This is an optimization exercise on Yosys and OpenROAD, whose aim is small area, a short achievable clock period and few clock cycles per item, not a production implementation. Function was checked by simulation only, so behaviour that the tests miss may differ from the original. Power is estimated from default activity; no workload was simulated.

Design clip_space_triangle_near_clipper, start of the top module:
module clip_space_triangle_near_clipper (
   input  logic         clock,
   input  logic         reset,
   input  logic         req_tvalid,
   output logic         req_tready,
   input  logic [ctnc_pkg::REQ_BYTES*8-1:0] req_tdata,
   output logic         rsp_tvalid,
   input  logic         rsp_tready,
   output logic [ctnc_pkg::RSP_BYTES*8-1:0] rsp_tdata,
   output logic         rsp_tlast
);
Size: roughly 1100 flip-flops, ~310 I/O pins, roughly 100000 um^2 of cells after synthesis.
==> flow/config.mk <==
export PLATFORM = sky130hd
export DESIGN_NAME = clip_space_triangle_near_clipper
export DESIGN_NICKNAME = clip_space_triangle_near_clipper
export VERILOG_FILES = /design/flow/design.v
export SDC_FILE = /design/flow/constraint.sdc
export NUM_CORES = 4
export LEC_CHECK = 0
export CAP_MARGIN = 20
export CORE_MARGIN = 2
export CORE_UTILIZATION = 55
export SLEW_MARGIN = 20
==> flow/constraint.sdc <==
create_clock -name core_clock -period 13.0 [get_ports {clock}]
set_input_delay 2.6000 -clock core_clock [delete_from_list [all_inputs] [get_ports {clock}]]
set_output_delay 2.6000 -clock core_clock [all_outputs]
set_load 0.01 [all_outputs]
standard.sh (not shown) runs the stock make flow with config.mk's settings and CLKGATE_MAP_FILE= SYNTH_SCRIPT=/design/flow/synth_recipe.tcl, a recipe that flattens the netlist after the stock synthesis.
==> flow/flow/run.sh <==
#!/bin/bash
# The standard layout, with timing repair aimed below the clock period:
# repair_timing works on every path slower than 13 - 6.5 = 6.5 ns. The SDC,
# the clock period and all else are the standard flow's.
set -euo pipefail
export SETUP_SLACK_MARGIN=6.5
bash standard.sh > standard_flow.log 2>&1
Testbench counts at the start, summed over its fixed seeds: cycles 2,314, triangles 256.
Then changed:
--- a/flow/flow/run.sh
+++ b/flow/flow/run.sh
@@ -3 +3 @@
-# repair_timing works on every path slower than 13 - 6.5 = 6.5 ns. The SDC,
+# repair_timing works on every path slower than 13 - 7 = 6 ns. The SDC,
@@ -6 +6 @@
-export SETUP_SLACK_MARGIN=6.5
+export SETUP_SLACK_MARGIN=7
Effect: Clock power fell by about 2%. Sequential share of layout area went down by 0.45 points. Sequential power hardly moves. Design area rises by 1.7%. Setup slack is better by 0.15 ns.
Then changed:
Settings changed: CORE_UTILIZATION 55 to 65.
Power is lower by 0.72%.
Setup slack got worse by 0.33 ns.
Clock skew is higher by 0.075 ns.
Sequential cell count does not change.
First-iteration DRC count is higher by 22%.
Via count is higher by 2.7%.
Design area is lower by 0.31%.
Final cell count is lower by 2.6%.
Die area is lower by 15%.
Wire length is lower by 3.2%.
Then changed:
Settings changed: CORE_UTILIZATION 65 to 55, TNS_END_PERCENT set to 10.
The changed run completed with no timing, DRC or antenna violations; cell area fell by about 1.4%; sequential power is about the same; hold slack degrades by 0.034 ns; sequential share of layout area rose by 0.37 points; total power fell by about 3%; non-clock buffer count went down by 36; wire length rises by 0.86%; setup slack gets better by 0.25 ns; via count drops by about 3.5%; sequential cell count is unchanged; synthesized cell count is unchanged.
Then changed:
==> flow/run.sh (new file) <==
#!/bin/bash
# synth_recipe.tcl (not shown) runs the flow's synth.tcl, then flattens the netlist and writes it again
# the make line also repeats each setting of config.mk as NAME=value (left out here)
make -C /OpenROAD-flow-scripts/flow DESIGN_CONFIG=/design/flow/config.mk WORK_HOME=/design/flow/orfs CLKGATE_MAP_FILE= SYNTH_SCRIPT=/design/flow/synth_recipe.tcl finish
Settings changed: SETUP_SLACK_MARGIN set to 5, TNS_END_PERCENT 10 to not set.
removed: flow/flow/run.sh
removed: flow/standard.sh
Effect:
- combinational power falls by 5.8%
- via count drops by 3.9%
- setup slack loses 0.87 ns
- final area is lower by 5.0%
- wire length came out lower by 6.9%
- total power shrinks by 2.9%
- die area does not change
- area after synthesis does not change
- fmax goes down by 11%
- worst hold slack improved by 0.024 ns

========
## JK
clip_space_triangle_near_clipper, a different RTL version from the one above (not shown whole).
For scale: about 10000 cells after synthesis, roughly 310 I/O pins.
export LEC_CHECK = 0
export CAP_MARGIN = 20
export CORE_MARGIN = 2
export CORE_UTILIZATION = 55
export SLEW_MARGIN = 20
export TNS_END_PERCENT = 0
create_clock -name core_clock -period 13.0 [get_ports {clock}]
==> flow/flow/run.sh <==
#!/bin/bash
# The standard layout, with timing repair aimed below the clock period:
# repair_timing works on every path slower than 13 - 8 = 5 ns. The SDC,
# the clock period and all else are the standard flow's.
set -euo pipefail
export SETUP_SLACK_MARGIN=8
bash standard.sh > standard_flow.log 2>&1
Testbench counts of JK, summed over its fixed seeds: cycles 2,314, triangles 256.
Changes in MS relative to JK:
# JK
export LEC_CHECK = 0
export CAP_MARGIN = 20
export CORE_MARGIN = 2
export CORE_UTILIZATION = 55
export SLEW_MARGIN = 20
export TNS_END_PERCENT = 0
create_clock -name core_clock -period 13.0 [get_ports {clock}]
# MS
export LEC_CHECK = 0
export CAP_MARGIN = 20
export CORE_MARGIN = 2
export CORE_UTILIZATION = 55
export SLEW_MARGIN = 20
export TNS_END_PERCENT = 5
create_clock -name core_clock -period 13.0 [get_ports {clock}]
==> flow/flow/run.sh <==
#!/bin/bash
# The standard layout, with timing repair aimed below the clock period:
# repair_timing works on every path slower than 13 - 7 = 6 ns. The SDC,
# the clock period and all else are the standard flow's.
set -euo pipefail
export SETUP_SLACK_MARGIN=7
bash standard.sh > standard_flow.log 2>&1
Results
[compare] base=JK new=MS: sum of internal, switching and leakage power shows an increase of 2.5%, final worst slack shows an increase of 0.33 ns, number of gates on the worst path with buffers counted shows a reduction of 18.
MS -> JK: number of combinational gates with multiple inputs delta 0, exact match
[MS] internal power contribution rose 2.1% relative to JK
For number of non-clock inverters, JK and MS come out practically identical.
diff inputs: MS => AL
# MS
export LEC_CHECK = 0
export CAP_MARGIN = 20
export CORE_MARGIN = 2
export CORE_UTILIZATION = 55
export SLEW_MARGIN = 20
export TNS_END_PERCENT = 5
create_clock -name core_clock -period 13.0 [get_ports {clock}]
# AL
export LEC_CHECK = 0
export CAP_MARGIN = 20
export CORE_MARGIN = 2
export CORE_UTILIZATION = 55
export SLEW_MARGIN = 20
export TNS_END_PERCENT = 10
create_clock -name core_clock -period 13.0 [get_ports {clock}]
--- outcome ---
Comparing MS against AL, there is no change at all in die area.
As far as sum of internal, switching and leakage power is concerned, AL and MS perform about the same.
There was hardly any difference in design area between MS and AL.
Relative to MS, AL improves worst max-slew margin expressed relative to the limit.
Compared MS against AL; routed wire length within noise.
Between AL and MS, the difference in via count is negligible.
Across both runs, share of layout cells above drive strength 1 was higher for AL than for MS.
| sequential share of layout area | AL vs MS | ≈ equal |
Combined global-route utilization of all metal layers, AL and MS: larger value in AL
[inputs] TR vs AL
# AL
export LEC_CHECK = 0
export CAP_MARGIN = 20
export CORE_MARGIN = 2
export CORE_UTILIZATION = 55
export SLEW_MARGIN = 20
export TNS_END_PERCENT = 10
create_clock -name core_clock -period 13.0 [get_ports {clock}]
# TR
export LEC_CHECK = 0
export CAP_MARGIN = 20
export CORE_MARGIN = 2
export CORE_UTILIZATION = 55
export SLEW_MARGIN = 20
create_clock -name core_clock -period 13.0 [get_ports {clock}]
### Flow results
TR has completed all stages; timing, DRC and antenna checks passed.
On cell count, the higher figure sits with TR, not AL.
The wire length in TR sits 2.7% above the value recorded for AL.
Number of vias per cell after detailed routing in TR is 0.067 above AL.
Changes in PW relative to TR:
# TR
export LEC_CHECK = 0
export CAP_MARGIN = 20
export CORE_MARGIN = 2
export CORE_UTILIZATION = 55
export SLEW_MARGIN = 20
create_clock -name core_clock -period 13.0 [get_ports {clock}]
# PW
export LEC_CHECK = 0
export CAP_MARGIN = 20
export CORE_MARGIN = 2
export CORE_UTILIZATION = 55
export SLEW_MARGIN = 20
export TNS_END_PERCENT = 0
create_clock -name core_clock -period 13.0 [get_ports {clock}]
==> comparison <==
- PW against TR: final worst-path setup slack now sits lower, final core utilization now sits lower, final weighted congestion in routability-driven placement now sits at about the same level.
- Across TR and PW, the outcome is the same: a clean finish for every run.

========
willow:
clip_space_triangle_near_clipper, a different RTL version from the one above (not shown whole).
For scale: roughly 980 flip-flops, about 100,000 um^2 of cells after synthesis.
Settings: LEC_CHECK=0, CAP_MARGIN=20, CORE_MARGIN=2, CORE_UTILIZATION=45, SETUP_SLACK_MARGIN=5, SLEW_MARGIN=20, TNS_END_PERCENT=100; clock period 13.0 ns.
run.sh (not shown) runs the stock make flow with config.mk's settings and CLKGATE_MAP_FILE= SYNTH_SCRIPT=/design/flow/synth_recipe.tcl, a recipe that flattens the netlist after the stock synthesis.
Stock flow here: none of the scripts above is used.
Testbench counts of willow, summed over its fixed seeds: cycles 2,314, triangles 256.
What zinc does differently from willow at the input level:
==> flow/flow/run.sh (new file) <==
#!/bin/bash
# The standard layout, with timing repair aimed below the clock period:
# repair_timing works on every path slower than 13 - 7 = 6 ns. The SDC,
# the clock period and all else are the standard flow's.
set -euo pipefail
export SETUP_SLACK_MARGIN=7
bash standard.sh > standard_flow.log 2>&1
==> flow/standard.sh (new file) <==
#!/bin/bash
# synth_recipe.tcl (not shown) runs the flow's synth.tcl, then flattens the netlist and writes it again
# the make line also repeats each setting of config.mk as NAME=value (left out here)
make -C /OpenROAD-flow-scripts/flow DESIGN_CONFIG=/design/flow/config.mk WORK_HOME=/design/flow/orfs CLKGATE_MAP_FILE= SYNTH_SCRIPT=/design/flow/synth_recipe.tcl "${@:-finish}"
--- a/flow/config.mk
+++ b/flow/config.mk
@@ -9,5 +9,3 @@
 export CORE_MARGIN = 2
 export CORE_UTILIZATION = 45
-export SETUP_SLACK_MARGIN = 5
 export SLEW_MARGIN = 20
-export TNS_END_PERCENT = 100
removed: flow/run.sh
==> results.txt <==
[flow] zinc | stages: complete | final checks: fail | reason: max-capacitance violations, max-slew violations
Of the two candidates, willow has the better minimum hold slack and zinc the worse one.
Setup slack in zinc is larger than in willow.
Total number of cells along the worst setup path: zinc > willow
Diff willow -> zinc | routability congestion estimate | down slightly
Summary: with willow as the reference, cell area after layout in zinc moved up by more than 10%.
Re final count of hold timing violations: no difference whatsoever between willow and zinc.
zinc ends up with higher non-clock buffer count than willow does.
Re aggregate global routing overflow: no difference whatsoever between zinc and willow.
When the final numbers for zinc and willow were put side by side, the global routing met3 resource utilization turned out to be greater in zinc.

========
== P ==
Another version of the RTL of clip_space_triangle_near_clipper (not shown whole).
Size: about 310 I/O pins.
Settings: LEC_CHECK=0, CAP_MARGIN=20, CORE_MARGIN=2, CORE_UTILIZATION=45, SLEW_MARGIN=20; clock period 13.0 ns.
Stock flow here: none of the scripts above is used.
P reached the final stage; the timing, DRC and antenna checks on its layout passed.
Testbench counts of P, summed over its fixed seeds: cycles 2,847, triangles 256.
Inputs modified between P and Q:
diff --git a/flow/config.mk b/flow/config.mk
--- a/flow/config.mk
+++ b/flow/config.mk
@@ -9,3 +9,5 @@
 export CORE_MARGIN = 2
 export CORE_UTILIZATION = 45
+export SETUP_SLACK_MARGIN = 5
 export SLEW_MARGIN = 20
+export TNS_END_PERCENT = 100
Findings:
Q: all stages complete, timing, DRC and antenna checks passed
Diff Q..P | placed instance count | negligible
STATUS leakage power: Q loses against P
Delta (Q minus P): share of post-route cells with drive strength above 1 up 1.4 points; sequential share of layout area dropped 0.48 points.

[re-timing with driven ports]
How much do the figures lean on ideal ports? The routed layouts below were timed once more, with nothing changed but the port constraints. Step 1, drivers: a clkbuf_16 drives clock and a buf_2 each remaining input, both assumed. Step 2, shift: input delay + t, output delay - t, t = (earliest + latest rising clock arrival at the registers) / 2. This alone moves slack from input paths to output paths. Three values: ideal, step 1, step 2; two values: the first two.
| run | t (ns) | slack for setup (ns) | latest minus earliest clock arrival (ns) |
|---|---|---|---|
| the first run of note 1 | 0.896 | 5.947 / 5.947 / 5.574 | 0.036 / 0.036 |
| the second run of note 1 | 0.911 | 6.100 / 6.100 / 6.077 | 0.053 / 0.054 |
| the third run of note 1 | 0.846 | 5.770 / 5.770 / 5.770 | 0.130 / 0.130 |
| the fourth run of note 1 | 0.889 | 6.023 / 5.990 / 5.203 | 0.079 / 0.078 |
| the fifth run of note 1 | 0.899 | 5.155 / 5.155 / 5.109 | 0.066 / 0.066 |
| JK | 0.903 | 5.656 / 5.656 / 5.008 | 0.051 / 0.051 |
| MS | 0.895 | 5.985 / 5.963 / 5.169 | 0.059 / 0.059 |
| AL | 0.899 | 5.984 / 5.962 / 5.184 | 0.066 / 0.066 |
| TR | 0.901 | 6.021 / 6.021 / 6.021 | 0.043 / 0.043 |
| PW | 0.867 | 5.812 / 5.812 / 5.176 | 0.103 / 0.103 |
| willow | 0.894 | 4.975 / 4.975 / 4.975 | 0.074 / 0.074 |
| zinc | 0.936 | 5.028 / 5.028 / 5.028 | 0.103 / 0.102 |
| P | 0.876 | 2.867 / 2.867 / 2.867 | 0.113 / 0.112 |
| Q | 0.868 | 4.941 / 4.941 / 4.941 | 0.123 / 0.123 |
The setup slack of the fourth run of note 1, which loses most, moves by -0.033 ns with the drivers and by -0.820 ns with both steps.
